This design comes from an exercise in tuning for small area, a short achievable clock period and few clock cycles per item on the open sky130 flow, not from production work. Where RTL was checked, it was by simulation tests only, not by an equivalence proof against the original. No driver is modelled on the clock port, so clock power and skew are understated where the tree is cut down; a real chip needs a root buffer or a tree. Power figures rest on the tool's default switching activity, not on a simulated workload.

## oak
==> flow/design.v (excerpt) <==
module toy_language_char_tokenizer
(
   input  logic        clock,
   input  logic        reset,
   input  logic        req_valid,
   output logic        req_stall,
   input  logic [7:0]  req_char_in,
   input  logic        req_end_of_input,
   output logic        rsp_valid,
   input  logic        rsp_stall,
   output logic [4:0]  rsp_token_kind,
   output logic [4:0]  rsp_text_length,
   output logic [63:0] rsp_text_first,
   output logic [63:0] rsp_text_second,
   output logic        rsp_text_overflow,
   output logic        rsp_last_of_run
);
make LEC_CHECK=0 ABC_CLOCK_PERIOD_IN_PS=2200 CAP_MARGIN=20 CORE_MARGIN=2 CORE_UTILIZATION=50 SETUP_SLACK_MARGIN=3.3 SLEW_MARGIN=20 finish   # period 5.5 ns
run.sh (not shown) runs the stock make flow with config.mk's settings and CLKGATE_MAP_FILE= SYNTH_SCRIPT=/design/flow/synth_recipe.tcl, a recipe that flattens the netlist after the stock synthesis.
Looking at the reports, oak completed the entire flow and the layout it produced met the timing, design-rule and antenna checks.
#### Input delta (pine over oak)
- CTS_BUF_LIST now sky130_fd_sc_hd__clkbuf_4, previously not set
==> flow/flow/run.sh (new file) <==
#!/bin/bash
# The standard layout, with plain buffers (not delay cells) on the ports.
set -euo pipefail
bash standard.sh "BUFFER_PORTS_ARGS=-buffer_cell sky130_fd_sc_hd__buf_1" finish > standard_flow.log 2>&1
==> flow/standard.sh (new file) <==
#!/bin/bash
# synth_recipe.tcl (not shown) runs the flow's synth.tcl, then flattens the netlist and writes it again
# the make line also repeats each setting of config.mk as NAME=value (left out here)
make -C /OpenROAD-flow-scripts/flow DESIGN_CONFIG=/design/flow/config.mk WORK_HOME=/design/flow/orfs CLKGATE_MAP_FILE= SYNTH_SCRIPT=/design/flow/synth_recipe.tcl "${@:-finish}"
removed: flow/run.sh
==> results.txt <==
- pine has wire length below what oak had.
- The standard cells in pine occupy less silicon area than those in oak do.
- Re area share of buffers outside the clock network: oak was higher than pine.
- met3 wirelength from detailed routing in pine is 6.6% below oak.
- Full die area: pine vs oak identical
- [pine vs oak] non-clock buffer count: lower in pine
- pine vs oak — worst hold slack rose 0.015 ns.
- Comparing pine and oak, via count of the first global-routing pass is higher on oak.
- Min fraction of area in registers across pine and oak: oak
What birch does differently from pine at the input level:
- a deleted CTS_BUF_LIST that had been sky130_fd_sc_hd__clkbuf_4
- Compared with pine, in birch first-pass GRT wire length lower; routed via count divided by cell count higher; met3 capacity usage during global routing lower; sequential share of layout area lower; count of clock-buffer cells in the layout lower.
- birch ends up with a power that is 8.0% higher than in pine.
- Row clock power share: birch higher / pine lower
No run of this note included a check of the RTL's function; only the layout flow was run.


Another version of the RTL of toy_language_char_tokenizer (not shown whole).
Size: ~600 cells after synthesis, ~190 flip-flops, roughly 7700 um2 of cells after synthesis.
Settings: LEC_CHECK=0, ABC_CLOCK_PERIOD_IN_PS=2200, CAP_MARGIN=20, CORE_MARGIN=2, CORE_UTILIZATION=50, SETUP_SLACK_MARGIN=3.1, SLEW_MARGIN=20; clock period 5.5 ns.
standard.sh (not shown) runs the stock make flow with config.mk's settings and CLKGATE_MAP_FILE= SYNTH_SCRIPT=/design/flow/synth_recipe.tcl, a recipe that flattens the netlist after the stock synthesis.
==> flow/flow/run.sh <==
#!/bin/bash
# The standard layout with two changes: plain buffers (not delay cells) on the
# ports, and a two-level clock tree (one root buffer, ten leaf buffers, each
# driving a cluster of nearby flip-flops) in place of ORFS's clock tree, which
# has one level more. ORFS's own output is in standard_flow.log and orfs/logs.
set -euo pipefail
bash standard.sh \
  "BUFFER_PORTS_ARGS=-buffer_cell sky130_fd_sc_hd__buf_1" \
  "PRE_CTS_TCL=$PWD/flow/cts_hook.tcl" \
  finish > standard_flow.log 2>&1
Other scripts of this flow, unchanged in this note and not shown: flow/flow/cts_hook.tcl
The starting point went through all stages and came out clean.
Testbench counts at the start, summed over its fixed seeds: cycles 25,216, items 24,000.
Next try:
- SETUP_SLACK_MARGIN: 3.1 -> 3.4
The changed run completed with no timing, DRC or antenna violations.
Maximum frequency climbs by about 1.3%.
Via count climbs by about 2.5%.
Utilization climbs by 3.3 points.
Hold slack improves by 0.0081 ns.
Sequential share of layout area drops by 3.3 points.
No run of this note takes its clock network from TritonCTS; it comes from the design's own scripts or RTL.


Another version of the RTL of toy_language_char_tokenizer (not shown whole).
For scale: about 160 I/O pins, about 7900 µm² of cells after synthesis.
export LEC_CHECK = 0
export ABC_CLOCK_PERIOD_IN_PS = 1500
export CAP_MARGIN = 20
export CORE_MARGIN = 2
export CORE_UTILIZATION = 65
export SETUP_SLACK_MARGIN = 3.3
export SLEW_MARGIN = 20
create_clock -name core_clock -period 5.5 [get_ports {clock}]
Scripts as last shown in full above: flow/flow/run.sh
Other scripts of this flow, unchanged in this note and not shown: flow/flow/cts_hook.tcl
The baseline finished with timing, DRC and antenna clean.
Testbench counts at the start, summed over its fixed seeds: cycles 25,414, items 24,000.
Rerun with:
- ABC_CLOCK_PERIOD_IN_PS: 1500 -> 2200
- SETUP_SLACK_MARGIN: 3.3 -> 3.1
Result:
- The new run produced a clean layout
- sequential power is about the same
- final area went down by 3.6%
- power falls by 1.8%
- routed wire length decreases by 3.7%
- flip-flop and latch count does not change
- sequential share of layout area is higher by 2.0 points
- worst hold slack got worse by 12 ps
- synthesized cell count is unchanged
- maximum frequency is lower by 5.3%
- via count came out higher by 0.59%
- register-to-register slack got worse by 190 ps
In every run of this note, the design's own scripts or RTL, not TritonCTS, make the clock network.


Starting RTL as in the previous note.
export LEC_CHECK = 0
export ABC_CLOCK_PERIOD_IN_PS = 2200
export CAP_MARGIN = 20
export CORE_MARGIN = 2
export CORE_UTILIZATION = 65
export SETUP_SLACK_MARGIN = 3.3
export SLEW_MARGIN = 20
create_clock -name core_clock -period 5.5 [get_ports {clock}]
Scripts as last shown in full above: flow/flow/run.sh
Other scripts of this flow, unchanged in this note and not shown: flow/flow/cts_hook.tcl
The first run produced a clean layout.
Testbench counts at the start, summed over its fixed seeds: cycles 25,414, items 24,000.
Then changed:
ABC_AREA = 1   (was default)
After rerunning: The changed run completed with no timing, DRC or antenna violations; maximum frequency went down slightly; utilization stays flat; setup slack is worse by 0.026 ns; global-route usage increases by 0.50 points; synthesized cell count went up by roughly a tenth; power rises by a few percent; first-iteration DRC count goes up by roughly a tenth; sequential cell count is unchanged; final area went up slightly.
Then changed:
ABC_AREA = default   (was 1)
SETUP_SLACK_MARGIN = 3.4   (was 3.3)
- core utilization rises by 4.7 points
- setup slack improved by 0.045 ns
- global-route usage rose by 0.69 points
- hold slack gains 0.016 ns
- first-iteration DRC count drops by 10%
- synthesized area fell by 0.65%
- via count is about the same
- design area rose by 5.7%
- routed wire length grows by 3.8%
In every run of this note, the design's own scripts or RTL, not TritonCTS, make the clock network.


v6:
Another version of the RTL of toy_language_char_tokenizer (not shown whole).
Size in the first run: ~670 cells after synthesis, roughly 9100 sq um of cells after synthesis.
// toy_language_char_tokenizer
module toy_language_char_tokenizer
(
   input  logic        clock,
   input  logic        reset,
   input  logic        req_valid,
   output logic        req_stall,
   input  logic [7:0]  req_char_in,
   input  logic        req_end_of_input,
   output logic        rsp_valid,
   input  logic        rsp_stall,
   output logic [4:0]  rsp_token_kind,
   output logic [4:0]  rsp_text_length,
   output logic [63:0] rsp_text_first,
   output logic [63:0] rsp_text_second,
   output logic        rsp_text_overflow,
   output logic        rsp_last_of_run
);
clock: 5.5 ns
lec_check: 0
cap_margin: 20
core_margin: 2
core_utilization: 60
setup_slack_margin: 3.0
slew_margin: 20
run.sh (not shown) runs the stock make flow with config.mk's settings and CLKGATE_MAP_FILE= SYNTH_SCRIPT=/design/flow/synth_recipe.tcl, a recipe that flattens the netlist after the stock synthesis.
Stock flow here: none of the scripts above is used.
v6: no failed stages, no open violations at the end
Testbench counts of v6, summed over its fixed seeds: cycles 24,024, items 24,000.
The following lists how v7 was set up differently from v6:
--- a/flow/config.mk
+++ b/flow/config.mk
@@ -10,2 +10 @@
-export CORE_UTILIZATION = 60
-export SETUP_SLACK_MARGIN = 3.0
+export CORE_UTILIZATION = 40
## What came out
Taking v6 as the reference, in v7 combinational cell fraction of total power lower, minimum setup slack after placement lower, post-detailed-placement half-perimeter wirelength higher.

-- what the ideal ports hide --
How much do the figures lean on ideal ports? The routed layouts below were timed once more, with nothing changed but the port constraints.
Step 1: set_driving_cell puts a clkbuf_16 on clock and a buf_2 on each other input, an assumption about the parent block.
Step 2 moves the port delays by t, midway between the first and last clock arrival at a register: inputs arrive t later, outputs are due t later. That takes back most of the time a late clock gives input paths.
Three values: ideal ports, drivers, drivers and shift; two values: the first two.
run | t (ns) | setup WS [ns] | worst slew at a driven data input, ns
oak | 0.552 | 2.962 / 2.911 / 2.617 | 0.05
pine | 0.678 | 2.901 / 2.864 / 2.503 | 0.03
birch | 0.546 | 3.036 / 2.988 / 2.793 | 0.05
the first run of note 2 | 0.429 | 3.112 / 3.070 / 2.751 | 0.03
the second run of note 2 | 0.432 | 3.143 / 3.102 / 2.850 | 0.03
the first run of note 3 | 0.424 | 3.300 / 3.263 / 2.911 | 0.03
the second run of note 3 | 0.418 | 3.178 / 3.178 / 2.833 | 0.03
the first run of note 4 | 0.424 | 3.300 / 3.263 / 2.911 | 0.03
the second run of note 4 | 0.426 | 3.274 / 3.274 / 2.959 | 0.03
the third run of note 4 | 0.425 | 3.319 / 3.278 / 2.999 | 0.03
v6 | 0.537 | 2.426 / 2.426 / 1.996 | 0.04
v7 | 0.546 | 1.159 / 1.159 / 1.159 | 0.04
After both steps every run listed still meets setup and hold. For v6, which loses most, drivers alone change the setup slack by 0.000 ns; drivers and shift together by -0.430 ns.
